Optimization exercise on an open flow, not production practice. RTL: at most simulated, not proved equivalent. Function not checked: runs 1 to 3. Power: default activity.

--- flow/config.mk ---
export PLATFORM = sky130hd
export DESIGN_NAME = env_step_top
export DESIGN_NICKNAME = env_step_top
export VERILOG_FILES = /design/flow/design.v
export SDC_FILE = /design/flow/constraint.sdc
export NUM_CORES = 4
export LEC_CHECK = 0
export ABC_CLOCK_PERIOD_IN_PS = 2000
export CAP_MARGIN = 20
export CORE_MARGIN = 2
export CORE_UTILIZATION = 40
export CTS_CLUSTER_DIAMETER = 80
export CTS_CLUSTER_SIZE = 30
export SETUP_SLACK_MARGIN = 2.5
export SLEW_MARGIN = 20
--- flow/constraint.sdc ---
create_clock -name core_clock -period 4.5 [get_ports {i_clk}]
set_input_delay 0.9000 -clock core_clock [delete_from_list [all_inputs] [get_ports {i_clk}]]
set_output_delay 0.9000 -clock core_clock [all_outputs]
set_load 0.01 [all_outputs]
--- flow/design.v ---
`timescale 1ns/1ps
`default_nettype none
module env_step_top (
    input  wire         i_clk,
    input  wire         i_rstn,
    input  wire  [31:0] i_mem_rdata,
    output logic [5:0]  o_mem_addr,
    output logic [31:0] o_mem_wdata,
    output logic        o_mem_we
);
    localparam logic [5:0] ACT_ADDR  = 6'd16;
    localparam logic [5:0] FLAG_ADDR = 6'd17;
    localparam logic [5:0] OBS_ADDR  = 6'd18;
    localparam logic [5:0] RWD_ADDR  = 6'd34;
    localparam logic [5:0] DONE_ADDR = 6'd35;
    localparam logic [3:0] S_POLLA0  = 4'd0;  
    localparam logic [3:0] S_POLLF   = 4'd1;  
    localparam logic [3:0] S_POLLA   = 4'd2;  
    localparam logic [3:0] S_LOAD    = 4'd3;  
    localparam logic [3:0] S_WRITE   = 4'd4;  
    localparam logic [3:0] S_RWD     = 4'd5;
    localparam logic [3:0] S_DONE    = 4'd6;
    localparam logic [3:0] S_CLEAR   = 4'd7;
    localparam logic [3:0] S_RA      = 4'd8;   
    localparam logic [3:0] S_RB      = 4'd9;   
    localparam logic [3:0] S_RESTART = 4'd10;  
    logic [31:0] ring [16];
    logic [15:0] pv;        
    logic [31:0] w;         
    logic [15:0] ad;        
    logic [15:0] oh_q;      
    logic [15:0] oh_nxt;    
    logic        act_q;     
    logic        w_step_q;  
    logic        verify_q;  
    logic [3:0]  ph;
    logic [3:0]  st;
    logic [3:0]  cnt;
    logic        loaded;    
    logic        ins;       
    logic [5:0]  addr_q;
    logic        we_q;
    assign o_mem_addr  = addr_q;
    assign o_mem_wdata = w;
    assign o_mem_we    = we_q;
    function automatic logic [15:0] inc16(input logic [15:0] x);
        for (int i = 0; i < 16; i++) inc16[i] = x[i] ^ (&(x | ~((16'd1 << i) - 16'd1)));
    endfunction
    function automatic logic [15:0] dec16(input logic [15:0] x);
        for (int i = 0; i < 16; i++) dec16[i] = x[i] ^ (&(~x | ~((16'd1 << i) - 16'd1)));
    endfunction
    logic [15:0]        vel_n, pos_n;
    logic signed [15:0] wpos;
    logic               wdone;
    logic               flag_set, reload, mismatch, keep, load_ad;
    logic [15:0]        ad_n;
    logic [31:0]        rwd_word, w_other;
    always_comb begin
        for (int i = 0; i < 16; i++) oh_nxt[i] = (ph == 4'((i + 15) % 16));
    end
    assign vel_n = act_q ? inc16(ring[0][15:0]) : dec16(ring[0][15:0]);
    assign pos_n = act_q ? inc16(pv) : dec16(pv);
    assign wpos  = w[31:16];
    assign wdone = (wpos > 16'sd1000) || (wpos < -16'sd1000);
    assign flag_set = (i_mem_rdata != '0);
    assign reload   = (i_mem_rdata == 32'd2) || !loaded;
    assign mismatch = verify_q && (i_mem_rdata[15:0] != ad);
    assign keep     = (st == S_WRITE) && !mismatch;  
    assign load_ad  = (st == S_POLLF) || (st == S_LOAD && cnt == 4'd0) || (st == S_RB);
    always_comb begin
        ad_n = ad;
        for (int i = 0; i < 16; i++) begin
            if (keep && oh_q[(i + 1) % 16]) ad_n[i] = wdone;  
        end
    end
    always_comb begin
        rwd_word = '0;
        for (int i = 0; i < 16; i++) rwd_word[2*i] = ~ad_n[i];
    end
    always_comb begin
        if (st == S_WRITE)    w_other = rwd_word;
        else if (st == S_RWD) w_other = {16'd0, ad};
        else                  w_other = '0;
    end
    always_ff @(posedge i_clk) begin
        for (int j = 0; j < 16; j++) ring[j] <= ring[(j + 1) % 16];
        if (ins)  ring[1]  <= i_mem_rdata;
        if (keep) ring[14] <= w;
        pv <= ring[1][31:16] + ring[1][15:0];
        if (load_ad) ad <= i_mem_rdata[15:0];
        else         ad <= ad_n;
        oh_q  <= oh_nxt;
        act_q <= |(oh_nxt & (load_ad ? i_mem_rdata[15:0] : ad));
        if (w_step_q) w <= {pos_n, vel_n};
        else          w <= w_other;
    end
    logic [3:0] st_n;
    logic [3:0] cnt_n;
    logic [5:0] addr_n;
    logic       we_n;
    always_comb begin
        st_n   = st;
        cnt_n  = cnt + 4'd1;
        addr_n = ACT_ADDR;
        we_n   = 1'b0;
        case (st)
            S_POLLA0: begin
                st_n   = S_POLLF;
                addr_n = FLAG_ADDR;
            end
            S_POLLF: begin
                st_n   = S_POLLA;
                addr_n = ACT_ADDR;
            end
            S_POLLA: begin
                if (!flag_set) begin
                    st_n   = S_POLLF;
                    addr_n = FLAG_ADDR;
                end else if (reload) begin
                    st_n   = S_LOAD;
                    cnt_n  = '0;
                    addr_n = {2'b00, ph + 4'd4};
                end else begin
                    st_n   = S_WRITE;
                    cnt_n  = '0;
                    addr_n = OBS_ADDR + {2'b00, ph};
                    we_n   = 1'b1;
                end
            end
            S_LOAD: begin
                addr_n = {2'b00, ph + 4'd4};
                if (cnt == 4'd15) begin
                    st_n   = S_WRITE;
                    addr_n = OBS_ADDR + {2'b00, ph};
                    we_n   = 1'b1;
                end
            end
            S_RA: begin
                st_n = S_RB;
            end
            S_RB: begin
                st_n = S_RESTART;
            end
            S_RESTART: begin
                st_n   = S_WRITE;
                cnt_n  = '0;
                addr_n = OBS_ADDR + {2'b00, ph};
                we_n   = 1'b1;
            end
            S_WRITE: begin
                addr_n = OBS_ADDR + {2'b00, ph};
                we_n   = 1'b1;
                if (mismatch) begin
                    st_n   = S_RA;
                    addr_n = ACT_ADDR;
                    we_n   = 1'b0;
                end else if (cnt == 4'd15) begin
                    st_n   = S_RWD;
                    addr_n = RWD_ADDR;
                end
            end
            S_RWD: begin
                st_n   = S_DONE;
                addr_n = DONE_ADDR;
                we_n   = 1'b1;
            end
            S_DONE: begin
                st_n   = S_CLEAR;
                addr_n = FLAG_ADDR;
                we_n   = 1'b1;
            end
            default: begin  
                st_n   = S_POLLA0;
                addr_n = ACT_ADDR;
            end
        endcase
    end
    always_ff @(posedge i_clk) begin
        cnt      <= cnt_n;
        addr_q   <= addr_n;
        ins      <= (st == S_LOAD);
        verify_q <= (st == S_POLLA) && flag_set && !reload;
        w_step_q <= !((st == S_WRITE && cnt >= 4'd14) || st == S_RWD);
    end
    always_ff @(posedge i_clk or negedge i_rstn) begin
        if (!i_rstn) begin
            st     <= S_CLEAR;
            ph     <= '0;
            loaded <= 1'b0;
            we_q   <= 1'b0;
        end else begin
            st   <= st_n;
            ph   <= ph + 4'd1;
            we_q <= we_n;
            if (st == S_LOAD && cnt == 4'd15) loaded <= 1'b1;
        end
    end
endmodule
`default_nettype wire
--- flow/run.sh ---
#!/bin/bash
# synth_recipe.tcl (not shown) runs the flow's synth.tcl, then flattens the netlist and writes it again
# the make line also repeats each setting of config.mk as NAME=value (left out here)
make -C /OpenROAD-flow-scripts/flow DESIGN_CONFIG=/design/flow/config.mk WORK_HOME=/design/flow/orfs CLKGATE_MAP_FILE= SYNTH_SCRIPT=/design/flow/synth_recipe.tcl finish
==> impl_metrics.tcl, run 1 <==
set metrics [dict create \
    drtPass1Iterations 4 \
    antenna_found_initial 3 \
    gp_congestion 0.848 \
    wl_per_cell_um 18.4 \
    globalRouteOverflowTotal 0 \
    final_max_slew_viol_count 0 \
    worst-slew-pin-transition_ns 0.779 \
    place_area_um2 18600 \
    min_period_ns 2.36 \
    maxCapViolCount 0 \
    power.leakage_nw 9.01 \
    synth_top_cell_area_share_pct 70.4 \
    relSlewSlack_pct 47.6 \
    grt_use_total_pct 16.6 \
    synth_top_family_by_area "simple AND/OR/NAND/NOR gates" \
    ys_ff_latch 616 \
    drtIter0Drc 580 \
    powerDensity_nw_per_um2 767 \
    wirelength_um 38700 \
    crit_chain "or4_4 -> or4_4 -> or4b_4 -> o41ai_4 -> xor2_1 -> a22o_1" \
    clockRootBuffer "clkbuf_16" \
    rsz0062_at_grt "true" \
    synth_enable_flop_cells 8 \
    cts_buffers 26 \
    synth_area_um2 17000 \
    cts_htree_levels 1 \
    synth-simple-area-share_pct 10.5 \
    die_h_um 210 \
    area_growth_pct 27.6 \
    cts.sinks 616 \
    synth-xor-area-share_pct 3.19 \
    cp-end-kind "flip-flop" \
    mostFrequentLayoutCells "dfxtp_1 (551), nand2_1 (127), buf_4 (88), nand2_2 (53), buf_6 (51)" \
    die_w_um 210 \
    crit_path_start_kind "flip-flop" \
    dieArea_um2 44200 \
    postRouteAntennaNets 0 \
    synth_fa_ha_area_share_pct 2.25 \
    grt_max_degree 48 \
    finalCritPeriodShare_pct 52.5 \
    syn_inst 1361 \
    core_area_um2 41900 \
    cp_common_cell "or4_4" \
    finalInstanceArea_um2 21700 \
    path_clk_slew_ns 0.11 \
    route.detailed.drc 0 \
    synth_compound_area_share_pct 6.43 \
    tns_ns 0 \
    synth_mux_area_share_pct 2.83 \
    grt_pass1_vias 9938 \
    clk_latency_ns 0.61 \
    syn_nets 1425 \
    status "no timing/DRC/antenna violations" \
    io_pins 73 \
    syn_area_per_cell_um2 12.5 \
    synth_top_cell_by_area "dfxtp_1" \
    setup_viol 0 \
    core.rowCount 75 \
    ys_seq_area_share_pct 73.3 \
    power_mw 16.6 \
    cp.required_ns 4.98 \
    critical_path.slowest_cell "or4_4" \
    hold_viol 0 \
    clock.fmax_mhz 423 \
    nNetsFinal 1620 \
    initial_core_util_pct 40.5 \
    worstPathMaxFanout 2 \
    async_flop_share_pct 1.62 \
    vias_per_cell 4.88 \
    vias 10300 \
    grt_pass1_wl_um 56100 \
    critical-path-max-stage-delay_ns 0.55 \
    ir_drop_mv 0.412 \
    path_delay_family "simple AND/OR/NAND/NOR gates" \
    cp_data_arrival_time_ns 2.85 \
    synthFlopType "dfxtp_1" \
    layout_commonest_cell "dfxtp_1" \
    io_buffer_count 72 \
    crit_type "reg2reg" \
    hold_path.class "reg2reg" \
    yosysWarnings 2 \
    clock_path_buffers 3 \
    synthTopCellsByArea "dfxtp_1 (70%), nand2_1 (4.6%), xnor2_1 (2.3%)" \
    layout.filler_cells 3561 \
    tritoncts "done" \
    synth_cell_type_count 70 \
    hold_buffers 0 \
    fin_skew_ns 0.0393 \
    dp_hpwl_um 23400 \
    cp.buffers_inverters 0 \
    drive_gt1_share_pct 32.9 \
]
final cells by class:
class | instances | area, µm² | share of cell area (%)
Sequential cell | 616 | 12600 | 58.0
Multi-Input combinational cell | 685 | 5580 | 25.7
Timing Repair Buffer | 202 | 2010 | 9.28
Tap cell | 539 | 674 | 3.11
Clock buffer | 28 | 658 | 3.03
Clock inverter | 7 | 96.3 | 0.444
Inverter | 25 | 93.8 | 0.433
Antenna cell | 2 | 5.00 | 0.0231
per-layer routing:
layer	vias to the layer above	wire length, µm	track usage [%]
li1	4949	-	-
met1	4955	17800	23.0
met2	277	17500	26.4
met3	84	2000	2.77
met4	4	1390	5.60
met5	-	23	0
registers in the layout (all words and copies together), names as in the netlist, named ones only:
| signal | cells |
|---|---|
| act_q | 1 |
| ad | 8 |
| addr_q | 6 |
| cnt | 4 |
| ins | 1 |
| loaded | 1 |
| oh_q | 16 |
| ph | 4 |
| pv | 16 |
| ring | 512 |
| st | 4 |
| verify_q | 1 |
| w | 32 |
| w_step_q | 1 |
| we_q | 1 |
worst paths after layout:
path / startpoint / cells past startpoint / slack, ns / end
setup / recovery: pv[0] / 6 / 2.14 / w[30]
hold / removal: ring[8][13] / 0 / 0.32 / ring[7][13]
setup reg to reg: pv[0] / 6 / 2.14 / w[30]
hold reg to reg: ring[8][13] / 0 / 0.32 / ring[7][13]
max in group asynchronous: i_rstn / 1 / 3.46 / st[3]
min in group asynchronous: i_rstn / 1 / 0.63 / we_q
Yosys cell counts (4+ instances only):
cell type  number
clkbuf_1       32
and2_1         27
nand4_1        18
and3_1         10
nor4_1         13
or4_1           5
o211ai_1       10
xnor2_1        45
a21oi_1        34
edfxtp_1        8
buf_1           5
nor2_1         42
or3_1           9
nor3_1          9
a32oi_1         6
nand2_1       210
a21o_1          5
nand3_1        25
a22o_1          5
nor2b_1         4
dfrtp_1         7
mux2i_1        12
inv_1          25
a21boi_0       16
ha_1           29
xor2_1         17
dfxtp_1       598
nand2b_1        5
o21ai_0        29
mux2_2         32
o21a_1          5
a211o_1         7
what timing repair did:
action,4_1_cts,5_1_grt
resized for setup,434,220
setup endpoints to repair,146,137
buffers inserted,70,40
cloned,5,9
pin swaps,53,126
power breakdown:
group          internal [mW]  leakage [nW]  switching [mW]
clock network           1.10         0.365            1.65
registers               7.19          5.24           0.914
logic                   2.85          3.41            2.92
per-stage QoR:
step | utilization, % | instances | hold WS [ns] | worst slack [ns]
after CTS | 48.7 | 2053 | 0.334 | 2.07
after global placement | 44.3 | 1943 | 0.310 | 0.675
final | 51.7 | 2104 | 0.321 | 2.14
after detailed placement | 44.3 | 1943 | 0.312 | 0.617
after floorplan | - | 1361 | 0.310 | 2.01
after global routing | 51.7 | 2102 | 0.335 | 2.09
cell families after synthesis:
| kind of cell | after synthesis |
|---|---|
| DFF | 616 |
| and+or+nand+nor | 387 |
| AOI/OAI and AO/OA | 158 |
| buffers and inverters | 64 |
| xor gates and xnor gates | 62 |
| muxes | 44 |
| adders and majority gates | 30 |
worst register-to-register path, cell delays in order, from the launching register on:
cell and delay, ns:
dfxtp_2 0.34, or4_4 0.55, or4_4 0.45, or4b_4 0.53
o41ai_4 0.07, xor2_1 0.11, a22o_1 0.21
==> run 2, diff against run 1 <==
--- a/flow/design.v
+++ b/flow/design.v
@@ -13,14 +13,14 @@
     localparam logic [5:0] OBS_ADDR  = 6'd18;
     localparam logic [5:0] RWD_ADDR  = 6'd34;
     localparam logic [5:0] DONE_ADDR = 6'd35;
-    localparam logic [3:0] S_POLLA0  = 4'd0;  
+    localparam logic [3:0] S_POLLA0  = 4'd7;  
     localparam logic [3:0] S_POLLF   = 4'd1;  
     localparam logic [3:0] S_POLLA   = 4'd2;  
     localparam logic [3:0] S_LOAD    = 4'd3;  
     localparam logic [3:0] S_WRITE   = 4'd4;  
     localparam logic [3:0] S_RWD     = 4'd5;
     localparam logic [3:0] S_DONE    = 4'd6;
-    localparam logic [3:0] S_CLEAR   = 4'd7;
+    localparam logic [3:0] S_CLEAR   = 4'd0;
     localparam logic [3:0] S_RA      = 4'd8;   
     localparam logic [3:0] S_RB      = 4'd9;   
     localparam logic [3:0] S_RESTART = 4'd10;  
@@ -28,7 +28,7 @@
     logic [15:0] pv;        
     logic [31:0] w;         
     logic [15:0] ad;        
-    logic [15:0] oh_q;      
+    logic [15:0] oh;        
     logic [15:0] oh_nxt;    
     logic        act_q;     
     logic        w_step_q;  
@@ -43,11 +43,10 @@
     assign o_mem_addr  = addr_q;
     assign o_mem_wdata = w;
     assign o_mem_we    = we_q;
-    function automatic logic [15:0] inc16(input logic [15:0] x);
-        for (int i = 0; i < 16; i++) inc16[i] = x[i] ^ (&(x | ~((16'd1 << i) - 16'd1)));
-    endfunction
-    function automatic logic [15:0] dec16(input logic [15:0] x);
-        for (int i = 0; i < 16; i++) dec16[i] = x[i] ^ (&(~x | ~((16'd1 << i) - 16'd1)));
+    function automatic logic [15:0] step16(input logic [15:0] x, input logic a);
+        logic [15:0] y;
+        y = x ^ {16{~a}};
+        for (int i = 0; i < 16; i++) step16[i] = y[i] ^ (&(y | ~((16'd1 << i) - 16'd1))) ^ ~a;
     endfunction
     logic [15:0]        vel_n, pos_n;
     logic signed [15:0] wpos;
@@ -56,10 +55,11 @@
     logic [15:0]        ad_n;
     logic [31:0]        rwd_word, w_other;
     always_comb begin
+        for (int i = 0; i < 16; i++) oh[i]     = (ph == 4'(i));
         for (int i = 0; i < 16; i++) oh_nxt[i] = (ph == 4'((i + 15) % 16));
     end
-    assign vel_n = act_q ? inc16(ring[0][15:0]) : dec16(ring[0][15:0]);
-    assign pos_n = act_q ? inc16(pv) : dec16(pv);
+    assign vel_n = step16(ring[0][15:0], act_q);
+    assign pos_n = step16(pv, act_q);
     assign wpos  = w[31:16];
     assign wdone = (wpos > 16'sd1000) || (wpos < -16'sd1000);
     assign flag_set = (i_mem_rdata != '0);
@@ -70,7 +70,7 @@
     always_comb begin
         ad_n = ad;
         for (int i = 0; i < 16; i++) begin
-            if (keep && oh_q[(i + 1) % 16]) ad_n[i] = wdone;  
+            if (keep && oh[(i + 1) % 16]) ad_n[i] = wdone;  
         end
     end
     always_comb begin
@@ -89,7 +89,6 @@
         pv <= ring[1][31:16] + ring[1][15:0];
         if (load_ad) ad <= i_mem_rdata[15:0];
         else         ad <= ad_n;
-        oh_q  <= oh_nxt;
         act_q <= |(oh_nxt & (load_ad ? i_mem_rdata[15:0] : ad));
         if (w_step_q) w <= {pos_n, vel_n};
         else          w <= w_other;
--- a/flow/config.mk
+++ b/flow/config.mk
@@ -5,11 +5,10 @@
 export SDC_FILE = /design/flow/constraint.sdc
 export NUM_CORES = 4
 export LEC_CHECK = 0
-export ABC_CLOCK_PERIOD_IN_PS = 2000
 export CAP_MARGIN = 20
 export CORE_MARGIN = 2
 export CORE_UTILIZATION = 40
 export CTS_CLUSTER_DIAMETER = 80
 export CTS_CLUSTER_SIZE = 30
-export SETUP_SLACK_MARGIN = 2.5
+export SETUP_SLACK_MARGIN = 2.8
 export SLEW_MARGIN = 20
==> run 2 against run 1 <==
Effect of this change: still clean on timing, DRC and antenna; clock skew shrank 0.014 ns; flip-flop and latch count fell by 16; global-route usage increased by 0.81 points; critical endpoint is now w[16].
==> impl_metrics.tcl, run 2 <==
set metrics [dict create \
    status "no timing/DRC/antenna violations" \
    route.detailed.drc 0 \
    crit_path_start_kind "flip-flop" \
    power_mw 14.7 \
    tritoncts "done" \
    cp.required_ns 5.02 \
    initial_core_util_pct 40.8 \
    min_period_ns 2.27 \
    ys_seq_area_share_pct 72.6 \
    worstReg2RegEnd "w[16]" \
    final_util_pct 51.7 \
    cp-end-kind "flip-flop" \
    setup_slack_ns 2.23 \
    largestRegisters "ring (512), w (32), pv (16)" \
    top_register "ring" \
    synth_cell_type_count 79 \
    hold_ws_ns 0.312 \
    min_path_cells 0 \
    synth_common_cells "dfxtp_1 (582), nand2_1 (116), xnor2_1 (51)" \
    place_area_um2 18300 \
    largest_reg_flops 512 \
    postRouteAntennaNets 0 \
    ys_ff_latch 600 \
    cts_htree_levels 1 \
    internal_power_mw 10.4 \
    p_sw_share_pct 28.9 \
    syn_nets 1346 \
    clockRootBuffer "clkbuf_16" \
    cts_buffers 28 \
    antenna_found_initial 1 \
    drtPass1Iterations 5 \
    power.leakage_nw 8.72 \
    clock.fmax_mhz 441 \
    grt_pass1_wl_um 57500 \
    cp_data_arrival_time_ns 2.79 \
    power_frac_clock_pct 21.0 \
    io_pins 73 \
    fin_skew_ns 0.0251 \
    syn_inst 1276 \
    wl_per_cell_um 18.9 \
    mostFrequentLayoutCells "dfxtp_1 (525), nand2_1 (88), buf_4 (81), buf_6 (70), mux2_2 (46)" \
    min_to "ring[8][30]" \
    syn_area_per_cell_um2 13.1 \
    synth_enable_flop_cells 8 \
    synth_top_cell_by_area "dfxtp_1" \
    die_h_um 208 \
    setup_viol 0 \
    die_w_um 208 \
    vias 9681 \
    yosysWarnings 2 \
    fin_cells 2009 \
    crit_type "reg2reg" \
    nNetsFinal 1531 \
    drive_gt1_share_pct 34.2 \
    ir_drop_mv 0.337 \
    clk_latency_ns 0.61 \
    combPwrFrac_pct 22.3 \
    core_area_um2 41000 \
    worstPathMaxFanout 7 \
    core.rowCount 74 \
    synth_most_common_cell "dfxtp_1" \
    hp-start "ring[9][30]" \
    async_flop_share_pct 1.67 \
    clock_path_buffers 3 \
    cts.sinks 600 \
    wirelength_um 38000 \
    globalRouteOverflowTotal 0 \
    layout_commonest_cell "dfxtp_1" \
    dp_cells 1852 \
    gp_congestion 0.870 \
    layout.filler_cells 3495 \
    grt_use_total_pct 17.4 \
    worst-slew-pin-transition_ns 0.711 \
    drtIter0Drc 649 \
    synth_area_um2 16700 \
    synthFlopType "dfxtp_1" \
    synth_top_cell_area_share_pct 69.7 \
    grt_pass1_vias 9483 \
    tns_ns 0 \
    dieArea_um2 43500 \
    area_growth_pct 26.7 \
    hold_viol 0 \
    dp_hpwl_um 24300 \
    preCtsSetupSlack_ns 0.758 \
    p_switching_mw 4.25 \
    grt_max_degree 32 \
    vias_per_cell 4.82 \
    power_frac_seq_pct 56.7 \
    powerDensity_nw_per_um2 693 \
    maxCapViolCount 0 \
    final_max_slew_viol_count 0 \
    relSlewSlack_pct 52.5 \
    r2r_slack_ns 2.23 \
    finalInstanceArea_um2 21200 \
    io_buffer_count 72 \
    finalCritPeriodShare_pct 50.4 \
    r2r_cells 8 \
    rsz0062_at_grt "true" \
    hold_path.class "reg2reg" \
    path_clk_slew_ns 0.10 \
    synthTopCellsByArea "dfxtp_1 (70%), mux2_2 (3.1%), xnor2_1 (2.7%)" \
]
-- run 2: cell types whose count changed after synthesis, sizes merged, moves of 11 or more --
cell and change:
clkbuf -15, o21ai +11, dfxtp -16, nand2 -94
and2 -17, buf +15, a21boi -13, mux2 +16
-- run 2: per-layer routing --
layer	track usage, %	up-vias	part of all wire [%]
met5	0	-	0
met4	7.05	0	3.9
met3	3.18	70	5.7
met2	26.0	237	43
met1	24.8	4670	48
li1	-	4704	-
-- run 2: critical path, cell delays in order, from the launching register on --
cell	delay (ns)
edfxtp_1	0.46
xnor2_2	0.18
nand4_1	0.18
o41ai_4	0.43
buf_4	0.20
buf_6	0.14
nand4_1	0.15
mux2i_2	0.31
o2bb2ai_1	0.14
-- run 2: worst max path at each step --
stage                          startpoint        end  slack [ns]  depth (start not counted)
final                           flip-flop      w[16]        2.23                          8
after global routing            flip-flop      w[16]        2.17                          8
after CTS                 i_mem_rdata[21]  addr_q[3]        2.29                          7
after detailed placement   i_mem_rdata[8]       w[2]        0.76                          8
after global placement     i_mem_rdata[8]       w[2]        0.83                          8
after floorplan            i_mem_rdata[4]  addr_q[4]        2.10                          7
-- run 2: logic make-up after synthesis --
group / Yosys count / synth area share [%]
flip-flops: 600 / 72.6
AND/OR/NAND/NOR: 278 / 8.13
AO/OA/AOI/OAI: 161 / 6.58
XOR/XNOR: 73 / 3.82
multiplexers: 69 / 4.49
buffers and inverters: 59 / 1.63
adder cells (fa/ha/maj): 36 / 2.74
-- run 2: cell type report --
cell class,instances,area [µm²],share of cell area [%]
clock inverters,13,234,1.10
repair buffers,190,1850,8.75
inverters,20,82.6,0.390
clock buffers,32,716,3.38
multi-input cells,621,5350,25.3
diodes,1,2.50,0.0118
flip-flops and latches,600,12300,58.0
well taps,532,666,3.14
-- run 2: power groups by stage --
stage          Clock [mW]  Combinational (mW)  Sequential (mW)
5_1_grt              3.37                3.58             8.53
6_report             3.09                3.27             8.32
3_5_place_dp            0                2.49             8.35
3_3_place_gp            0                2.46             8.31
2_1_floorplan           0                1.78             7.93
4_1_cts              3.18                3.09             8.33
-- run 2: what timing repair did --
item,4_1_cts,5_1_grt
setup buffers,72,29
hold buffers,0,0
setup endpoints to repair,177,152
pin swaps,81,57
gates resized for setup,540,114
cloned,9,1
==> run 3, diff against run 2 <==
--- a/flow/config.mk
+++ b/flow/config.mk
@@ -5,10 +5,11 @@
 export SDC_FILE = /design/flow/constraint.sdc
 export NUM_CORES = 4
 export LEC_CHECK = 0
+export ABC_CLOCK_PERIOD_IN_PS = 2000
 export CAP_MARGIN = 20
 export CORE_MARGIN = 2
 export CORE_UTILIZATION = 40
 export CTS_CLUSTER_DIAMETER = 80
 export CTS_CLUSTER_SIZE = 30
-export SETUP_SLACK_MARGIN = 2.8
+export SETUP_SLACK_MARGIN = 2.5
 export SLEW_MARGIN = 20
==> run 3 against run 2 <==
Effect of this change: still clean; first-iteration DRC count is 12% lower; combinational power decreased by 4%; non-clock buffer count decreased by 15; synthesized area is the same; critical path depth grew 1; clock power is 9.7% lower; power down 3.6%; register-to-register slack worse by 0.07 ns; final area is 2.6% lower; flip-flop and latch count unchanged; synthesized cell count is the same; largest cell class unchanged; largest power group unchanged.
==> impl_metrics.tcl, run 3 <==
set metrics [dict create \
    io_buffer_count 72 \
    busiest_layer "met2" \
    status "no timing/DRC/antenna violations" \
    synth_mux_area_share_pct 4.49 \
    drtPass1Iterations 5 \
    largestRegisters "ring (512), w (32), pv (16)" \
    startpoint "i_mem_rdata[1]" \
    cp_data_arrival_time_ns 2.87 \
    clockRootBuffer "clkbuf_16" \
    clk_latency_ns 0.58 \
    core_area_um2 41000 \
    mostFrequentLayoutCells "dfxtp_1 (532), nand2_1 (99), buf_4 (65), buf_6 (49), mux2_2 (46)" \
    synth_enable_flop_cells 8 \
    min_period_ns 2.40 \
    antenna_found_initial 0 \
    grt_use_met1_pct 24.6 \
    dp_hpwl_um 24700 \
    ir_drop_mv 0.384 \
    synth_compound_area_share_pct 6.58 \
    relSlewSlack_pct 48.4 \
    synth-simple-area-share_pct 8.13 \
    grt_max_degree 31 \
    worst-slew-pin-transition_ns 0.774 \
    clock_path_buffers 3 \
    min_path_cells 0 \
    initial_core_util_pct 40.8 \
    tns_ns 0 \
    crit_path_start_kind "input port" \
    syn_area_per_cell_um2 13.1 \
    synth-xor-area-share_pct 3.82 \
    ys_ff_latch 600 \
    synth_top_cell_by_area "dfxtp_1" \
    cp.required_ns 4.97 \
    nNetsFinal 1513 \
    die_h_um 208 \
    core.rowCount 74 \
    vias_per_cell 4.88 \
    hold_ws_ns 0.317 \
    async_flop_share_pct 1.67 \
    area_growth_pct 23.4 \
    syn_nets 1346 \
    top_register "ring" \
    hold_path.class "reg2reg" \
    met3_usage_pct 2.42 \
    drive_gt1_share_pct 30.0 \
    synthFlopType "dfxtp_1" \
    gp_congestion 0.870 \
    synth_fa_ha_area_share_pct 2.74 \
    grt_pass1_vias 9519 \
    clock.fmax_mhz 416 \
    r2r_cells 8 \
    fin_skew_ns 0.0232 \
    crit_type "in2reg" \
    synth_common_cells "dfxtp_1 (582), nand2_1 (116), xnor2_1 (51)" \
    hold_viol 0 \
    final_max_slew_viol_count 0 \
    maxCapViolCount 0 \
    yosysWarnings 2 \
    cts_buffers 26 \
    rsz0062_at_grt "true" \
    setup_viol 0 \
    synth_cell_type_count 79 \
    synth_most_common_cell "dfxtp_1" \
    io_pins 73 \
    wirelength_um 38400 \
    synthTopCellsByArea "dfxtp_1 (70%), mux2_2 (3.1%), xnor2_1 (2.7%)" \
    grt_use_total_pct 17.6 \
    globalRouteOverflowTotal 0 \
    dieArea_um2 43500 \
    vias 9679 \
    path_clk_slew_ns 0.10 \
    drtIter0Drc 570 \
    synth_top_family_by_area "simple AND/OR/NAND/NOR gates" \
    antenna_cells 0 \
    synth_area_um2 16700 \
    tritoncts "done" \
    grt_use_met2_pct 27.4 \
    route.detailed.drc 0 \
    r2r_slack_ns 2.16 \
    largest_reg_flops 512 \
    layout_commonest_cell "dfxtp_1" \
    min_to "ring[8][10]" \
    die_w_um 208 \
    hp-start "ring[9][10]" \
    grt_pass1_wl_um 58000 \
    postRouteAntennaNets 0 \
    cp-end-kind "flip-flop" \
    synth_top_cell_area_share_pct 69.7 \
    power.leakage_nw 8.51 \
    cts_htree_levels 1 \
    powerDensity_nw_per_um2 686 \
    hold_buffers 0 \
    finalCritPeriodShare_pct 53.4 \
    cts.sinks 600 \
    worstReg2RegEnd "ring[14][18]" \
    worstPathMaxFanout 8 \
    syn_inst 1276 \
    layout.filler_cells 3533 \
    ys_seq_area_share_pct 72.6 \
    wl_per_cell_um 19.4 \
]
[run 3: cell counts after synthesis]
No cell type changed its count.
[run 3: per-stage QoR]
stage          setup WS [ns]  utilization (%)  std cells  area, µm²  total power, mW
2_1_floorplan           2.10                -       1276      16900             9.65
3_3_place_gp           0.696             44.4       1852      18200             10.7
3_5_place_dp           0.665             44.4       1852      18200             10.8
4_1_cts                 2.17             49.6       1978      20400             14.1
5_1_grt                 2.07             50.3       1985      20600             14.9
6_report                2.10             50.3       1985      20600             14.1
[run 3: repair_timing]
action | in CTS | in global routing
endpoints found under the setup margin | 154 | 135
setup buffers | 79 | 7
cloned | 9 | 0
pin swaps | 63 | 28
resized for setup | 478 | 76
[run 3: power breakdown]
part | switching, mW | internal [mW] | leakage [nW] | total, mW
registers | 0.890 | 7.33 | 5.11 | 8.22
logic | 1.50 | 1.64 | 3.02 | 3.14
clock network | 1.63 | 1.15 | 0.391 | 2.79
[run 3: layer usage]
metal  vias to the layer above  wire length, µm
li1                       4672                -
met1                      4677            18000
met2                       236            17100
met3                        94             1550
met4                         0             1850
met5                         -                0
[run 3: final cells by class]
type                    count  area (µm²)  area share (%)
inverters                  20        80.1           0.388
repair buffers            175        1760            8.52
clock buffers              29         693            3.36
clock inverters             9         110           0.534
multi-input cells         620        5060            24.5
flip-flops and latches    600       12300            59.4
well taps                 532         666            3.23
[run 3: worst max-delay path: stages]
cell and delay (ns):
clkdlybuf4s15_1 0.26, xnor2_2 0.22, nand4_1 0.19, o41ai_4 0.35, buf_4 0.22, nand2_8 0.14, buf_12 0.18, buf_16 0.14
mux2_2 0.26
[run 3: cell families (layout without fill, tap and decap cells)]
family,count (synthesis),after routing
DFF,600,600
and+or+nand+nor,278,279
AOI/OAI and AO/OA,161,163
xor gates and xnor gates,73,73
muxes,69,69
buffers and inverters,59,233
adders and majority gates,36,36
[run 3: worst max-delay path by stage]
stage / slack [ns] / to / cells after the start
4_1_cts: 2.17 / addr_q[3] / 8
3_5_place_dp: 0.66 / addr_q[3] / 7
2_1_floorplan: 2.10 / addr_q[4] / 7
3_3_place_gp: 0.70 / addr_q[2] / 7
5_1_grt: 2.07 / w[26] / 8
6_report: 2.10 / ring[14][18] / 9
==> run 4, diff against run 3 <==
--- a/flow/design.v
+++ b/flow/design.v
@@ -70,7 +70,7 @@
     always_comb begin
         ad_n = ad;
         for (int i = 0; i < 16; i++) begin
-            if (keep && oh[(i + 1) % 16]) ad_n[i] = wdone;  
+            if (st == S_WRITE && oh[(i + 1) % 16]) ad_n[i] = wdone;
         end
     end
     always_comb begin
--- a/flow/config.mk
+++ b/flow/config.mk
@@ -5,11 +5,10 @@
 export SDC_FILE = /design/flow/constraint.sdc
 export NUM_CORES = 4
 export LEC_CHECK = 0
-export ABC_CLOCK_PERIOD_IN_PS = 2000
 export CAP_MARGIN = 20
 export CORE_MARGIN = 2
 export CORE_UTILIZATION = 40
 export CTS_CLUSTER_DIAMETER = 80
 export CTS_CLUSTER_SIZE = 30
-export SETUP_SLACK_MARGIN = 2.5
+export SETUP_SLACK_MARGIN = 2.8
 export SLEW_MARGIN = 20
==> run 4 against run 3 <==
Effect of this change: still clean on timing, DRC and antenna; synthesized area grew 0.79%; critical path depth shrank 1; flip-flop and latch count unchanged; count of clock-buffer cells in the layout unchanged; combinational power decreased by 76%; synthesized cell count is 0.24% lower; fmax increased by 8.5%; global-route usage decreased by 0.73 points; clock power increased by 3%; non-clock buffer count is 10 higher; largest cell class unchanged; largest power group unchanged.
==> impl_metrics.tcl, run 4 <==
set metrics [dict create \
    synth_top_cell_by_area "dfxtp_1" \
    die_h_um 209 \
    vias 9688 \
    synth_area_um2 16900 \
    async_flop_share_pct 1.67 \
    ir_drop_mv 0.311 \
    route.detailed.drc 0 \
    largest_reg_flops 512 \
    seq_area_um2 12300 \
    synthFlopType "dfxtp_1" \
    top_register "ring" \
    vias_per_cell 4.87 \
    power.leakage_nw 8.59 \
    cp.buffers_inverters 3 \
    powerDensity_nw_per_um2 482 \
    postRouteAntennaNets 0 \
    power_frac_seq_pct 64.7 \
    critical-path-max-stage-delay_ns 0.52 \
    syn_inst 1273 \
    cp.required_ns 4.97 \
    nNetsFinal 1513 \
    layout.filler_cells 3566 \
    grt_pass1_vias 9446 \
    wl_per_cell_um 18.8 \
    synth_cell_type_count 69 \
    hold_path.class "reg2reg" \
    relSlewSlack_pct 48.6 \
    crit_path_start_kind "input port" \
    drive_gt1_share_pct 35.3 \
    cts_buffers 26 \
    dieArea_um2 43800 \
    dp_hpwl_um 23800 \
    antenna_cells 0 \
    grt_use_total_pct 16.8 \
    path_clk_slew_ns 0.11 \
    gp_congestion 0.898 \
    cts_htree_levels 1 \
    hold_buffers 0 \
    yosysWarnings 2 \
    critical_path.slowest_cell "o41ai_4" \
    wirelength_um 37400 \
    syn_nets 1343 \
    path_delay_family "compound AO/OA/AOI/OAI gates" \
    core.rowCount 75 \
    crit_type "in2reg" \
    worst-slew-pin-transition_ns 0.770 \
    synth_enable_flop_cells 8 \
    synth_most_common_cell "dfxtp_1" \
    min_period_ns 2.21 \
    combPwrFrac_pct 7.4 \
    clock_path_buffers 3 \
    antenna_found_initial 2 \
    worstPathMaxFanout 6 \
    syn_area_per_cell_um2 13.2 \
    synthTopCellsByArea "dfxtp_1 (69%), mux2_2 (3.4%), ha_1 (2.6%)" \
    tritoncts "done" \
    rsz0062_at_grt "true" \
    tns_ns 0 \
    cts.sinks 600 \
    power_frac_clock_pct 27.9 \
    globalRouteOverflowTotal 0 \
    die_w_um 209 \
    io_buffer_count 72 \
    crit_chain "buf_4 -> xnor2_2 -> nand4_1 -> o41ai_4 -> nand2_4 -> buf_12 -> buf_12 -> mux2_4" \
    clockRootBuffer "clkbuf_16" \
    core_area_um2 41800 \
    synth_common_cells "dfxtp_1 (582), nand2_1 (100), mux2_2 (51)" \
    io_pins 73 \
    layout_commonest_cell "dfxtp_1" \
    hold_viol 0 \
    internal_power_mw 8.00 \
    maxCapViolCount 0 \
    finalCritPeriodShare_pct 49.2 \
    synth_top_cell_area_share_pct 69.1 \
    largestRegisters "ring (512), w (32), pv (16)" \
    cp_common_cell "buf_12" \
    drtPass1Iterations 5 \
    grt_max_degree 32 \
    grt_pass1_wl_um 56400 \
    mostFrequentLayoutCells "dfxtp_1 (528), nand2_1 (83), buf_6 (74), buf_4 (66), mux2_2 (50)" \
    clk_latency_ns 0.59 \
    cp_data_arrival_time_ns 2.68 \
    p_sw_share_pct 22.3 \
    final_max_slew_viol_count 0 \
    hold_ws_ns 0.324 \
    initial_core_util_pct 40.4 \
    setup_viol 0 \
    drtIter0Drc 586 \
    cp-end-kind "flip-flop" \
    ys_seq_area_share_pct 72.0 \
    area_growth_pct 26.8 \
    ys_ff_latch 600 \
    fin_skew_ns 0.0243 \
    multi_input_area_um2 5660 \
    p_switching_mw 2.30 \
    clock.fmax_mhz 452 \
    status "no timing/DRC/antenna violations" \
]
==> run 4: cell count changes after synthesis, moves of 7 or more <==
cell / change
o21ai_0: +8
nand2_1: -16
nand4_1: -11
a22o_1: -9
clkbuf_1: +7
mux2_4: +15
==> run 4: final cells by class <==
| type | count | area share, % |
|---|---|---|
| Clock buffer | 29 | 3.20 |
| Clock inverter | 8 | 0.755 |
| Inverter | 14 | 0.293 |
| Multi-Input combinational cell | 616 | 26.5 |
| Sequential cell | 600 | 57.4 |
| Tap cell | 539 | 3.16 |
| Timing Repair Buffer | 185 | 8.75 |
==> run 4: worst reg2reg max path: stages (launching register included) <==
cell and delay (ns):
edfxtp_1 0.48, xnor2_2 0.24, nand4_1 0.17, o41ai_4 0.46
nand2_4 0.12, buf_12 0.16, buf_12 0.15, mux2_4 0.30
==> run 4: worst paths after layout <==
path / depth (start not counted) / slack, ns / startpoint / end
max: 8 / 2.29 / i_mem_rdata[14] / ring[14][20]
max reg2reg: 7 / 2.30 / flip-flop / ring[14][20]
max in group asynchronous: 1 / 3.48 / i_rstn / st[3]
min reg2reg: 0 / 0.32 / ring[7][3] / ring[6][3]
min in group asynchronous: 1 / 0.64 / i_rstn / st[2]
min: 0 / 0.32 / ring[7][3] / ring[6][3]
==> run 4: metal layers <==
layer	GRT usage (%)	up-vias	share of wire (%)
met4	4.06	4	2.8
met2	27.2	241	46
met5	0	-	0.062
met1	23.6	4717	46
li1	-	4664	-
met3	2.84	62	5.2
==> run 4: metrics by stage <==
| stage | utilization, % | power, mW | cell area [µm²] | setup slack (ns) | instances |
|---|---|---|---|---|---|
| 4_1_cts | 48.6 | 10.4 | 20300 | 2.27 | 1949 |
| 5_1_grt | 51.2 | 10.8 | 21400 | 2.28 | 1991 |
| 6_report | 51.2 | 10.3 | 21400 | 2.29 | 1991 |
| 3_3_place_gp | 43.8 | 7.30 | 18300 | 0.806 | 1849 |
| 3_5_place_dp | 43.8 | 7.34 | 18300 | 0.742 | 1849 |
| 2_1_floorplan | - | 6.98 | 17100 | 2.09 | 1273 |
==> run 4: power by group through the flow <==
stage,clock network [mW],logic (mW),registers (mW)
2_1_floorplan,0,0.337,6.64
3_3_place_gp,0,0.565,6.74
3_5_place_dp,0,0.572,6.77
4_1_cts,2.99,0.692,6.68
5_1_grt,3.17,0.813,6.77
6_report,2.88,0.757,6.67
==> run 4: timing repair <==
action,in CTS,in global routing
gates resized for setup,509,177
setup buffers,58,41
setup endpoints to repair,151,173
pin swaps,49,63
cloned,5,1
==> run 4: kinds of logic (layout without fill, tap and decap cells) <==
family | after synthesis | in the layout | share of synthesized area [%]
xor+xnor | 72 | 72 | 3.74
flops | 600 | 600 | 72.0
mux | 86 | 86 | 5.93
simple gates | 249 | 249 | 7.16
fa+ha+maj | 36 | 36 | 2.72
buf+inv | 58 | 236 | 1.54
compound gates | 172 | 173 | 6.87
Testbench counts of run 4, summed over its fixed seeds: cycles 38,280, steps 1,600.
==> run 5, diff against run 4 <==
--- a/flow/config.mk
+++ b/flow/config.mk
@@ -8,7 +8,7 @@
 export CAP_MARGIN = 20
 export CORE_MARGIN = 2
 export CORE_UTILIZATION = 40
-export CTS_CLUSTER_DIAMETER = 80
-export CTS_CLUSTER_SIZE = 30
-export SETUP_SLACK_MARGIN = 2.8
+export CTS_CLUSTER_DIAMETER = 60
+export CTS_CLUSTER_SIZE = 24
+export SETUP_SLACK_MARGIN = 3.2
 export SLEW_MARGIN = 20
==> run 5 against run 4 <==
Effect of this change: critical path depth is the same; clock skew shrank 0.0026 ns; final area grew 1.9%; non-clock buffer count grew 10; clock power grew 18%; global-route usage shrank 0.056 points; sequential share of layout area shrank 1.0 points; setup slack gained 0.087 ns; combinational power is essentially flat; synthesized area is the same; synthesized cell count is the same; via count grew 1.4%; largest cell class unchanged; highest routed layer unchanged.
==> impl_metrics.tcl, run 5 <==
set metrics [dict create \
    io_buffer_count 72 \
    hold_viol 0 \
    worst-slew-pin-transition_ns 0.609 \
    fin_skew_ns 0.0217 \
    grt_use_total_pct 16.8 \
    crit_chain "buf_8 -> xnor2_2 -> nand4_1 -> o41ai_4 -> nand2_4 -> buf_6 -> buf_12 -> mux2_4" \
    clock_path_buffers 3 \
    syn_area_per_cell_um2 13.2 \
    hold_ws_ns 0.318 \
    syn_inst 1273 \
    area_growth_pct 29.1 \
    syn_nets 1343 \
    clockRootBuffer "clkbuf_16" \
    cts_htree_levels 2 \
    critical_path.slowest_cell "o41ai_4" \
    final_max_slew_viol_count 0 \
    ir_drop_mv 0.309 \
    yosysWarnings 2 \
    cp_data_arrival_time_ns 2.55 \
    status "no timing/DRC/antenna violations" \
    layout.filler_cells 3444 \
    core_area_um2 41800 \
    path_clk_slew_ns 0.09 \
    route.detailed.drc 0 \
    dp_cells 1850 \
    initial_core_util_pct 40.4 \
    largestRegisters "ring (512), w (32), pv (16)" \
    crit_type "in2reg" \
    io_pins 73 \
    vias 9828 \
    clock.fmax_mhz 470 \
    place_area_um2 18500 \
    fin_cells 2021 \
    synth_cell_type_count 69 \
    ys_seq_area_share_pct 72.0 \
    crit_path_start_kind "input port" \
    rsz0062_at_grt "true" \
    cts_buffers 36 \
    powerDensity_nw_per_um2 498 \
    cts.sinks 600 \
    wl_per_cell_um 18.3 \
    power.leakage_nw 8.88 \
    dieArea_um2 43800 \
    synth_area_um2 16900 \
    synth_most_common_cell "dfxtp_1" \
    vias_per_cell 4.86 \
    min_path_cells 0 \
    largest_reg_flops 512 \
    drtIter0Drc 619 \
    die_w_um 209 \
    top_register "ring" \
    finalCritPeriodShare_pct 47.3 \
    synth_common_cells "dfxtp_1 (582), nand2_1 (100), mux2_2 (51)" \
    mostFrequentLayoutCells "dfxtp_1 (527), buf_6 (86), nand2_1 (77), buf_4 (69), mux2_2 (49)" \
    ys_ff_latch 600 \
    finalInstanceArea_um2 21800 \
    layout_commonest_cell "dfxtp_1" \
    gp_congestion 0.878 \
    min_period_ns 2.13 \
    setup_slack_ns 2.37 \
    antenna_cells 0 \
    relSlewSlack_pct 59.3 \
    core.rowCount 75 \
    postRouteAntennaNets 0 \
    drive_gt1_share_pct 37.0 \
    drtPass1Iterations 5 \
    setup_viol 0 \
    r2r_cells 7 \
    cp.required_ns 4.92 \
    antenna_found_initial 3 \
    cp-end-kind "flip-flop" \
    tns_ns 0 \
    grt_pass1_wl_um 55900 \
    synthFlopType "dfxtp_1" \
    preCtsSetupSlack_ns 0.817 \
    clk_latency_ns 0.55 \
    dp_hpwl_um 23600 \
    worstPathMaxFanout 7 \
    wirelength_um 37100 \
    die_h_um 209 \
    tritoncts "done" \
    synth_top_cell_area_share_pct 69.1 \
    synth_top_cell_by_area "dfxtp_1" \
    hold_path.class "reg2reg" \
    async_flop_share_pct 1.67 \
    nNetsFinal 1533 \
    globalRouteOverflowTotal 0 \
    synth_enable_flop_cells 8 \
    maxCapViolCount 0 \
    synthTopCellsByArea "dfxtp_1 (69%), mux2_2 (3.4%), ha_1 (2.6%)" \
    grt_max_degree 33 \
    grt_pass1_vias 9596 \
    critical-path-max-stage-delay_ns 0.48 \
]
-- run 5: cell counts after synthesis --
No cell type changed its count.
-- run 5: kinds of logic (layout without fill, tap and decap cells) --
logic type	count (synthesis)	count (layout)	synth area share, %
DFF	600	600	72.0
muxes	86	86	5.93
buffers and inverters	58	266	1.54
AOI/OAI and AO/OA	172	172	6.87
xor gates and xnor gates	72	72	3.74
adders and majority gates	36	36	2.72
and+or+nand+nor	249	250	7.16
-- run 5: path summary, 6_finish.rpt --
kind	start	endpoint	slack, ns
max in group asynchronous	i_rstn	st[1]	3.38
min in group asynchronous	i_rstn	loaded	0.70
worst max-delay path	i_mem_rdata[1]	ring[14][26]	2.37
worst min-delay path	ring[0][25]	ring[15][25]	0.32
worst max register to register	flip-flop	ring[14][26]	2.40
worst min register to register	ring[0][25]	ring[15][25]	0.32
-- run 5: final cells by class --
cell class                      instances  area (µm²)  area share (%)
Clock buffer                           42         976            4.48
Clock inverter                         15         186           0.856
Inverter                               14        52.6           0.241
Multi-Input combinational cell        616        5640            25.9
Sequential cell                       600       12300            56.4
Tap cell                              539         674            3.10
Timing Repair Buffer                  195        1970            9.03
-- run 5: layer usage --
metal	routed length [µm]	GRT usage [%]	vias to the layer above	part of all wire, %
met5	28	0	-	0.076
met4	1150	5.69	4	3.1
met3	2060	3.58	80	5.5
met2	16700	26.4	264	45
met1	17100	23.0	4760	46
li1	-	-	4720	-
-- run 5: power by group --
part / leakage (nW) / switching (mW) / total, mW / internal (mW)
clock network: 0.557 / 1.78 / 3.41 / 1.63
registers: 5.11 / 0.342 / 6.67 / 6.32
logic: 3.22 / 0.326 / 0.756 / 0.430
total: 8.88 / 2.45 / 10.8 / 8.38
-- run 5: critical path, delay by kind of cell --
kind                   cells  cell delay [ns]
AO/OA/AOI/OAI              1             0.48
buffers and inverters      3             0.40
multiplexers               1             0.29
AND/OR/NAND/NOR            2             0.30
XOR/XNOR                   1             0.17
-- run 5: timing repair --
item                                    in CTS  in global routing
gates cloned                                 5                  0
pin swaps                                   64                 49
hold buffers                                 0                  0
endpoints found under the setup margin     186                157
gates resized for setup                    556                 97
setup buffers                               78                 31
-- run 5: stage by stage --
| stage | power (mW) | utilization, % |
|---|---|---|
| detailed placement | 7.36 | 44.3 |
| finish | 10.8 | 52.1 |
| floorplan | 7.00 | - |
| global placement | 7.31 | 44.3 |
| CTS | 10.9 | 50.7 |
| global route | 11.3 | 52.1 |
==> run 6, diff against run 5 <==
--- a/flow/config.mk
+++ b/flow/config.mk
@@ -7,8 +7,9 @@
 export LEC_CHECK = 0
 export CAP_MARGIN = 20
 export CORE_MARGIN = 2
-export CORE_UTILIZATION = 40
-export CTS_CLUSTER_DIAMETER = 60
-export CTS_CLUSTER_SIZE = 24
-export SETUP_SLACK_MARGIN = 3.2
+export CORE_UTILIZATION = 50
+export CTS_CLUSTER_DIAMETER = 80
+export CTS_CLUSTER_SIZE = 30
+export PLACE_DENSITY = 0.65
+export SETUP_SLACK_MARGIN = 3.0
 export SLEW_MARGIN = 20
==> run 6 against run 5 <==
Effect of this change: non-clock buffer count increased by 15; largest cell class unchanged; flip-flop and latch count unchanged; utilization rose by 12 points; combinational power increased by 6.1%; critical path type is now reg2reg; critical path depth down 1; sequential power about the same; critical endpoint is now act_q; count of clock-buffer cells in the layout decreased by 14.
==> impl_metrics.tcl, run 6 <==
set metrics [dict create \
    clk_latency_ns 0.57 \
    synth_most_common_cell "dfxtp_1" \
    ys_seq_area_share_pct 72.0 \
    area_growth_pct 27.8 \
    grt_pass1_vias 9630 \
    finalCritPeriodShare_pct 50.6 \
    die_h_um 188 \
    maxCapViolCount 0 \
    vias_per_cell 5.11 \
    vias 9809 \
    grt_pass1_wl_um 55000 \
    nNetsFinal 1537 \
    synth_enable_flop_cells 8 \
    wirelength_um 37100 \
    cp-end-kind "flip-flop" \
    synth_cell_type_count 69 \
    async_flop_share_pct 1.67 \
    yosysWarnings 2 \
    min_period_ns 2.28 \
    power.leakage_nw 8.72 \
    met3_usage_pct 3.35 \
    cp.required_ns 4.93 \
    busiest_layer "met2" \
    setup_viol 0 \
    relSlewSlack_pct 64.3 \
    cts_htree_levels 1 \
    largest_reg_flops 512 \
    crit_type "reg2reg" \
    power_frac_seq_pct 66.7 \
    combPwrFrac_pct 8.0 \
    cts_buffers 24 \
    setup_slack_ns 2.22 \
    crit_path_start_kind "flip-flop" \
    globalRouteOverflowTotal 0 \
    p_sw_share_pct 22.2 \
    gp_congestion 0.913 \
    antenna_found_initial 1 \
    synth_common_cells "dfxtp_1 (582), nand2_1 (100), mux2_2 (51)" \
    grt_use_met1_pct 26.6 \
    mostFrequentLayoutCells "dfxtp_1 (532), buf_6 (91), nand2_1 (76), buf_4 (67), mux2_2 (50)" \
    die_w_um 188 \
    drive_gt1_share_pct 37.1 \
    top_register "ring" \
    powerDensity_nw_per_um2 464 \
    hold_path.class "reg2reg" \
    fin_skew_ns 0.0137 \
    synth_area_um2 16900 \
    worstPathMaxFanout 6 \
    dp_cells 1756 \
    crit_chain "and4bb_4 -> a31oi_4 -> buf_8 -> mux2i_2 -> o22ai_1 -> nor4_1 -> nand4_1" \
    largestRegisters "ring (512), w (32), pv (16)" \
    ir_drop_mv 0.312 \
    path_clk_slew_ns 0.11 \
    cp_data_arrival_time_ns 2.71 \
    syn_inst 1273 \
    core_area_um2 33400 \
    clockRootBuffer "clkbuf_16" \
    tritoncts "done" \
    hold_ws_ns 0.326 \
    syn_area_per_cell_um2 13.2 \
    worst-slew-pin-transition_ns 0.535 \
    grt_use_total_pct 20.3 \
    clock_path_buffers 3 \
    clock.fmax_mhz 439 \
    final_util_pct 64.5 \
    status "no timing/DRC/antenna violations" \
    initial_core_util_pct 50.5 \
    preCtsSetupSlack_ns 0.973 \
    tns_ns 0 \
    ys_ff_latch 600 \
    grt_use_met2_pct 34.4 \
    core.rowCount 67 \
    cts.sinks 600 \
    dieArea_um2 35200 \
    syn_nets 1343 \
    synth_top_cell_by_area "dfxtp_1" \
    final_max_slew_viol_count 0 \
    p_switching_mw 2.22 \
    internal_power_mw 7.77 \
    wl_per_cell_um 19.3 \
    route.detailed.drc 0 \
    postRouteAntennaNets 0 \
    rsz0062_at_grt "true" \
    critical_path.slowest_cell "dfrtp_4" \
    layout_commonest_cell "dfxtp_1" \
    dp_hpwl_um 22700 \
    synthTopCellsByArea "dfxtp_1 (69%), mux2_2 (3.4%), ha_1 (2.6%)" \
    critical-path-max-stage-delay_ns 0.52 \
    hold_viol 0 \
    synthFlopType "dfxtp_1" \
    io_buffer_count 72 \
    drtIter0Drc 485 \
    synth_top_cell_area_share_pct 69.1 \
    io_pins 73 \
    grt_max_degree 32 \
    power_frac_clock_pct 25.3 \
    antenna_cells 0 \
    drtPass1Iterations 5 \
    fin_cells 1921 \
]
run 6: metrics by stage:
step / power, mW / instance area [µm²]
after CTS: 10.0 / 20600
after floorplan: 6.99 / 17300
after detailed placement: 7.34 / 18300
after global routing: 10.4 / 21500
after global placement: 7.30 / 18300
final: 9.99 / 21500
run 6: area by class of cell:
type,instances,area (µm²)
clock buffers,28,616
clock inverters,4,57.6
fillers,2524,11800
inverters,14,56.3
multi-input cells,616,5800
flip-flops and latches,600,12300
well taps,448,561
repair buffers,210,2190
repair inverters,1,7.51
run 6: what timing repair did:
action	in CTS	in global routing
gates resized for setup	546	146
setup endpoints to repair	155	155
hold endpoints to repair	0	0
gates cloned	8	3
pin swaps	79	73
hold buffers	0	0
buffers inserted	91	31
run 6: power groups by stage:
stage	Combinational (mW)	Sequential, mW	Clock (mW)
finish	0.802	6.66	2.53
global route	0.857	6.77	2.78
global placement	0.573	6.73	0
CTS	0.729	6.67	2.60
floorplan	0.349	6.64	0
detailed placement	0.578	6.77	0
run 6: per-layer routing:
layer / routed length, µm / share of wire, %
met1: 16400 / 44
met2: 17400 / 47
met3: 1750 / 4.7
met4: 1460 / 3.9
met5: 13 / 0.035
run 6: logic make-up after synthesis:
kind of cell	after synthesis	synth area share [%]
AND/OR/NAND/NOR	249	7.16
flip-flops	600	72.0
buffers and inverters	58	1.54
XOR/XNOR	72	3.74
adder cells (fa/ha/maj)	36	2.72
multiplexers	86	5.93
AO/OA/AOI/OAI	172	6.87
run 6: path summary, 6_finish.rpt:
path / start / endpoint / slack (ns) / depth (start not counted)
setup / recovery: st[0] / act_q / 2.22 / 7
hold / removal: ring[4][19] / ring[3][19] / 0.33 / 0
setup reg to reg: st[0] / act_q / 2.22 / 7
hold reg to reg: ring[4][19] / ring[3][19] / 0.33 / 0
max in group asynchronous: i_rstn / st[0] / 3.47 / 1
min in group asynchronous: i_rstn / ph[0] / 0.65 / 1
run 6: worst max-delay path, delay by kind of cell (launching register included):
family	cells	cell delay, ns
multiplexers	1	0.24
buffers and inverters	1	0.20
flip-flops	1	0.52
AND/OR/NAND/NOR	3	0.77
AO/OA/AOI/OAI	2	0.39
==> run 7, diff against run 6 <==
--- a/flow/config.mk
+++ b/flow/config.mk
@@ -7,9 +7,9 @@
 export LEC_CHECK = 0
 export CAP_MARGIN = 20
 export CORE_MARGIN = 2
-export CORE_UTILIZATION = 50
+export CORE_UTILIZATION = 40
 export CTS_CLUSTER_DIAMETER = 80
 export CTS_CLUSTER_SIZE = 30
-export PLACE_DENSITY = 0.65
+export PLACE_DENSITY = 0.75
 export SETUP_SLACK_MARGIN = 3.0
 export SLEW_MARGIN = 20
==> run 7 against run 6 <==
Effect of this change: still clean on timing, DRC and antenna; sequential power about the same; final area increased by 0.89%; utilization decreased by 13 points; first-iteration DRC count rose by 32%; die area up 24%; critical path depth up 3; via count rose by 0.73%; highest routed layer is now met4.
==> impl_metrics.tcl, run 7 <==
set metrics [dict create \
    r2r_cells 7 \
    ir_drop_mv 0.447 \
    power.leakage_nw 8.83 \
    vias_per_cell 4.89 \
    antenna_cells 0 \
    fin_skew_ns 0.0248 \
    tritoncts "done" \
    synth_top_cell_by_area "dfxtp_1" \
    cts.sinks 600 \
    hold_buffers 0 \
    synth_top_cell_area_share_pct 69.1 \
    grt_use_total_pct 17.1 \
    tns_ns 0 \
    core.rowCount 75 \
    crit_path_start_kind "input port" \
    cp_data_arrival_time_ns 2.71 \
    cts_buffers 26 \
    layout_commonest_cell "dfxtp_1" \
    drtIter0Drc 638 \
    grt_pass1_wl_um 57200 \
    syn_nets 1343 \
    synth_enable_flop_cells 8 \
    ys_seq_area_share_pct 72.0 \
    min_to "ring[12][1]" \
    fin_cells 2020 \
    path_delay_family "buffers and inverters" \
    die_w_um 209 \
    ys_ff_latch 600 \
    hp-start "ring[13][1]" \
    grt_pass1_vias 9916 \
    gp_congestion 0.878 \
    mostFrequentLayoutCells "dfxtp_1 (531), buf_6 (85), nand2_1 (79), buf_4 (75), mux2_2 (50)" \
    io_buffer_count 72 \
    setup_viol 0 \
    grt_max_degree 33 \
    cp.buffers_inverters 4 \
    clk_latency_ns 0.59 \
    rsz0062_at_grt "true" \
    r2r_slack_ns 2.34 \
    cts_htree_levels 1 \
    largestRegisters "ring (512), w (32), pv (16)" \
    r2r_start "st[0]" \
    preCtsSetupSlack_ns 0.629 \
    antenna_found_initial 0 \
    synth_area_um2 16900 \
    dp_hpwl_um 23800 \
    top_register "ring" \
    min_path_cells 0 \
    crit_chain "clkdlybuf4s15_2 -> xnor2_2 -> nand4_1 -> o41ai_4 -> nand2_4 -> buf_6 -> buf_12 -> buf_16 -> o21ai_4 -> o2bb2ai_1" \
    clockRootBuffer "clkbuf_16" \
    drtPass1Iterations 7 \
    synthFlopType "dfxtp_1" \
    final_max_slew_viol_count 0 \
    vias 9881 \
    min_period_ns 2.19 \
    cp-end-kind "flip-flop" \
    dp_cells 1849 \
    hold_path.class "reg2reg" \
    worst-slew-pin-transition_ns 0.656 \
    async_flop_share_pct 1.67 \
    postRouteAntennaNets 0 \
    finalCritPeriodShare_pct 48.7 \
    worstPathMaxFanout 6 \
    die_h_um 209 \
    synth_most_common_cell "dfxtp_1" \
    area_growth_pct 28.9 \
    critical_path.slowest_cell "o41ai_4" \
    route.detailed.drc 0 \
    core_area_um2 41800 \
    relSlewSlack_pct 56.2 \
    hold_ws_ns 0.314 \
    wl_per_cell_um 18.8 \
    syn_inst 1273 \
    clock.fmax_mhz 457 \
    powerDensity_nw_per_um2 475 \
    dieArea_um2 43800 \
    largest_reg_flops 512 \
    syn_area_per_cell_um2 13.2 \
    path_clk_slew_ns 0.11 \
    status "no timing/DRC/antenna violations" \
    synthTopCellsByArea "dfxtp_1 (69%), mux2_2 (3.4%), ha_1 (2.6%)" \
    io_pins 73 \
    globalRouteOverflowTotal 0 \
    drive_gt1_share_pct 37.0 \
    hold_viol 0 \
    cp.required_ns 5.02 \
    wirelength_um 38000 \
    initial_core_util_pct 40.4 \
    synth_cell_type_count 69 \
    worstReg2RegEnd "act_q" \
    setup_slack_ns 2.31 \
    crit_type "in2reg" \
    critical-path-max-stage-delay_ns 0.45 \
    startpoint "i_mem_rdata[9]" \
    maxCapViolCount 0 \
    yosysWarnings 2 \
    clock_path_buffers 3 \
    synth_common_cells "dfxtp_1 (582), nand2_1 (100), mux2_2 (51)" \
    nNetsFinal 1542 \
]
run 7: cell counts after synthesis:
Identical to the previous run, type by type.
run 7: cell families (layout without fill, tap and decap cells):
logic type | Yosys count | count (layout) | share of synthesized area [%]
DFF | 600 | 600 | 72.0
buffers and inverters | 58 | 265 | 1.54
adders and majority gates | 36 | 36 | 2.72
and+or+nand+nor | 249 | 250 | 7.16
AOI/OAI and AO/OA | 172 | 172 | 6.87
muxes | 86 | 86 | 5.93
xor gates and xnor gates | 72 | 72 | 3.74
run 7: worst max-delay path by stage:
stage / end / cells past startpoint
floorplan: ring[14][16] / 7
global placement: addr_q[2] / 8
detailed placement: addr_q[2] / 8
CTS: addr_q[2] / 9
global route: addr_q[3] / 9
finish: addr_q[2] / 10
run 7: metal layers:
layer  share of wire (%)  track usage (%)  vias up
met5                   0                0        -
met1                  45             22.8     4820
met2                  47             28.4      260
met3                 5.6             3.29       67
met4                 2.8             5.25        0
li1                    -                -     4734
run 7: stage by stage:
step | utilization (%) | total power, mW | area, µm²
6_report | 52.0 | 10.3 | 21700
5_1_grt | 52.0 | 10.7 | 21700
4_1_cts | 50.3 | 10.3 | 21000
3_5_place_dp | 44.2 | 7.36 | 18400
3_3_place_gp | 44.2 | 7.30 | 18400
2_1_floorplan | - | 6.99 | 17300
run 7: worst reg2reg max path, delay by kind of cell (launching register included):
family / cells / cell delay (ns)
and+or+nand+nor: 3 / 0.68
muxes: 1 / 0.27
AOI/OAI and AO/OA: 2 / 0.36
buffers and inverters: 1 / 0.21
DFF: 1 / 0.51
run 7: power breakdown:
group	total, mW	internal (mW)	switching, mW
combinational	0.837	0.467	0.370
clock	2.81	1.20	1.61
sequential	6.67	6.32	0.352
run 7: final cells by class:
class / count / area, µm²
Multi-Input combinational cell: 616 / 5750
Clock inverter: 7 / 124
Clock buffer: 30 / 687
Tap cell: 539 / 674
Sequential cell: 600 / 12300
Inverter: 14 / 55.1
Fill cell: 3381 / 20000
Timing Repair Buffer: 214 / 2190
run 7: repair_timing:
action / 4_1_cts / 5_1_grt
endpoints found under the hold margin: 0 / 0
setup endpoints to repair: 155 / 155
cloned: 5 / 0
gates resized for setup: 554 / 106
setup buffers: 95 / 34
pin swaps: 83 / 61
==> run 8, diff against run 7 <==
--- a/flow/config.mk
+++ b/flow/config.mk
@@ -10,6 +10,5 @@
 export CORE_UTILIZATION = 40
 export CTS_CLUSTER_DIAMETER = 80
 export CTS_CLUSTER_SIZE = 30
-export PLACE_DENSITY = 0.75
 export SETUP_SLACK_MARGIN = 3.0
 export SLEW_MARGIN = 20
==> run 8 against run 7 <==
Effect of this change: still clean; register-to-register slack better by 0.02 ns; via count is 2.7% lower; sequential share of layout area is 0.99 points higher; critical path type unchanged; largest cell class unchanged; largest power group unchanged; highest routed layer is now met5.
==> impl_metrics.tcl, run 8 <==
set metrics [dict create \
    status "no timing/DRC/antenna violations" \
    synth_top_family_by_area "simple AND/OR/NAND/NOR gates" \
    cp_data_arrival_time_ns 2.62 \
    wirelength_um 37500 \
    largestRegisters "ring (512), w (32), pv (16)" \
    worstReg2RegEnd "ring[14][21]" \
    yosysWarnings 2 \
    gp_congestion 0.868 \
    grt_pass1_vias 9621 \
    top_register "ring" \
    cts_buffers 25 \
    ys_seq_area_share_pct 72.0 \
    globalRouteOverflowTotal 0 \
    synth-xor-area-share_pct 3.74 \
    ir_drop_mv 0.412 \
    cp-end-kind "flip-flop" \
    area_growth_pct 26.9 \
    dp_hpwl_um 23700 \
    crit_chain "clkdlybuf4s15_2 -> xnor2_2 -> nand4_1 -> o41ai_4 -> nand2_4 -> buf_6 -> buf_16 -> mux2_4" \
    finalCritPeriodShare_pct 48.0 \
    min_period_ns 2.16 \
    io_buffer_count 72 \
    antenna_found_initial 2 \
    worstPathMaxFanout 7 \
    seq_area_um2 12300 \
    grt_use_total_pct 17.0 \
    setup_viol 0 \
    maxCapViolCount 0 \
    mostFrequentLayoutCells "dfxtp_1 (531), nand2_1 (78), buf_6 (71), buf_4 (63), mux2_2 (50)" \
    grt_pass1_wl_um 56600 \
    die_h_um 209 \
    core_area_um2 41800 \
    drive_gt1_share_pct 35.5 \
    hp-start "ring[4][5]" \
    critical_path.slowest_cell "o41ai_4" \
    multi_input_area_um2 5620 \
    fin_cells 1996 \
    syn_area_per_cell_um2 13.2 \
    layout_commonest_cell "dfxtp_1" \
    cts_htree_levels 1 \
    synthTopCellsByArea "dfxtp_1 (69%), mux2_2 (3.4%), ha_1 (2.6%)" \
    path_clk_slew_ns 0.10 \
    cp.buffers_inverters 3 \
    min_to "ring[3][5]" \
    vias 9614 \
    clk_latency_ns 0.57 \
    largest_reg_flops 512 \
    synth_most_common_cell "dfxtp_1" \
    nNetsFinal 1517 \
    synth_mux_area_share_pct 5.93 \
    synth_fa_ha_area_share_pct 2.72 \
    core.rowCount 75 \
    drtIter0Drc 510 \
    vias_per_cell 4.82 \
    wl_per_cell_um 18.8 \
    finalInstanceArea_um2 21400 \
    route.detailed.drc 0 \
    relSlewSlack_pct 64.8 \
    hold_path.class "reg2reg" \
    synth_top_cell_by_area "dfxtp_1" \
    clock_path_buffers 3 \
    crit_type "in2reg" \
    cts.sinks 600 \
    synth_common_cells "dfxtp_1 (582), nand2_1 (100), mux2_2 (51)" \
    min_path_cells 0 \
    synth_enable_flop_cells 8 \
    place_area_um2 18400 \
    cp.required_ns 4.95 \
    dp_cells 1850 \
    tns_ns 0 \
    synth_top_cell_area_share_pct 69.1 \
    synth_area_um2 16900 \
    syn_inst 1273 \
    clock.fmax_mhz 463 \
    clockRootBuffer "clkbuf_16" \
    io_pins 73 \
    dieArea_um2 43800 \
    r2r_cells 7 \
    power.leakage_nw 8.63 \
    rsz0062_at_grt "true" \
    path_delay_family "buffers and inverters" \
    postRouteAntennaNets 0 \
    fin_skew_ns 0.0193 \
    ys_ff_latch 600 \
    initial_core_util_pct 40.4 \
    worst-slew-pin-transition_ns 0.527 \
    final_max_slew_viol_count 0 \
    synth_compound_area_share_pct 6.87 \
    crit_path_start_kind "input port" \
    grt_max_degree 32 \
    r2r_slack_ns 2.36 \
    tritoncts "done" \
    powerDensity_nw_per_um2 470 \
    die_w_um 209 \
    synth-simple-area-share_pct 7.16 \
    synth_cell_type_count 69 \
    layout.filler_cells 3550 \
    async_flop_share_pct 1.67 \
    hold_buffers 0 \
    synthFlopType "dfxtp_1" \
    critical-path-max-stage-delay_ns 0.45 \
    hold_viol 0 \
    syn_nets 1343 \
    drtPass1Iterations 5 \
    hold_ws_ns 0.330 \
]
-- run 8: cell counts after synthesis --
No cell type changed its count.
-- run 8: area by class of cell --
type	instances	area share [%]
repair buffers	189	9.58
well taps	539	3.15
multi-input cells	617	26.3
diodes	1	0.0117
inverters	14	0.263
clock inverters	9	0.392
flip-flops and latches	600	57.4
clock buffers	27	2.96
-- run 8: metal layers --
metal  wire [µm]  track usage (%)  vias up
li1            -                -     4674
met3        1980             3.68       72
met5          11                0        -
met2       17100             27.8      215
met4        1210             5.02        2
met1       17200             22.6     4651
-- run 8: cell families after synthesis --
logic type                 Yosys count
DFF                                600
and+or+nand+nor                    249
AOI/OAI and AO/OA                  172
muxes                               86
xor gates and xnor gates            72
buffers and inverters               58
adders and majority gates           36
-- run 8: repair_timing --
item                                    in CTS  in global routing
gates resized for setup                    526                114
setup buffers                               75                 22
hold endpoints to repair                     0                  0
endpoints found under the setup margin     174                154
pin swaps                                   66                 49
cloned                                      10                  2
-- run 8: worst max path at each step --
stage | from | endpoint | slack, ns | cells after the start
floorplan | i_mem_rdata[6] | ring[14][16] | 2.09 | 7
global placement | i_mem_rdata[3] | addr_q[3] | 0.86 | 8
detailed placement | i_mem_rdata[3] | addr_q[2] | 0.73 | 8
CTS | w[31] | o_mem_wdata[31] | 2.32 | 1
global route | ring[1][19] | pv[12] | 2.24 | 7
finish | i_mem_rdata[8] | ring[14][21] | 2.34 | 8
-- run 8: report_power, final --
group	internal (mW)	switching (mW)	leakage, nW
Combinational	0.446	0.337	3.17
Clock	1.05	1.55	0.351
Sequential	6.32	0.339	5.11
Total	7.82	2.23	8.63
-- run 8: per-stage QoR --
stage	setup WS [ns]	util [%]	power, mW
4_1_cts	2.32	49.8	10.1
2_1_floorplan	2.09	-	6.99
3_5_place_dp	0.728	44.2	7.35
5_1_grt	2.24	51.2	10.5
3_3_place_gp	0.860	44.2	7.31
6_report	2.34	51.2	10.0
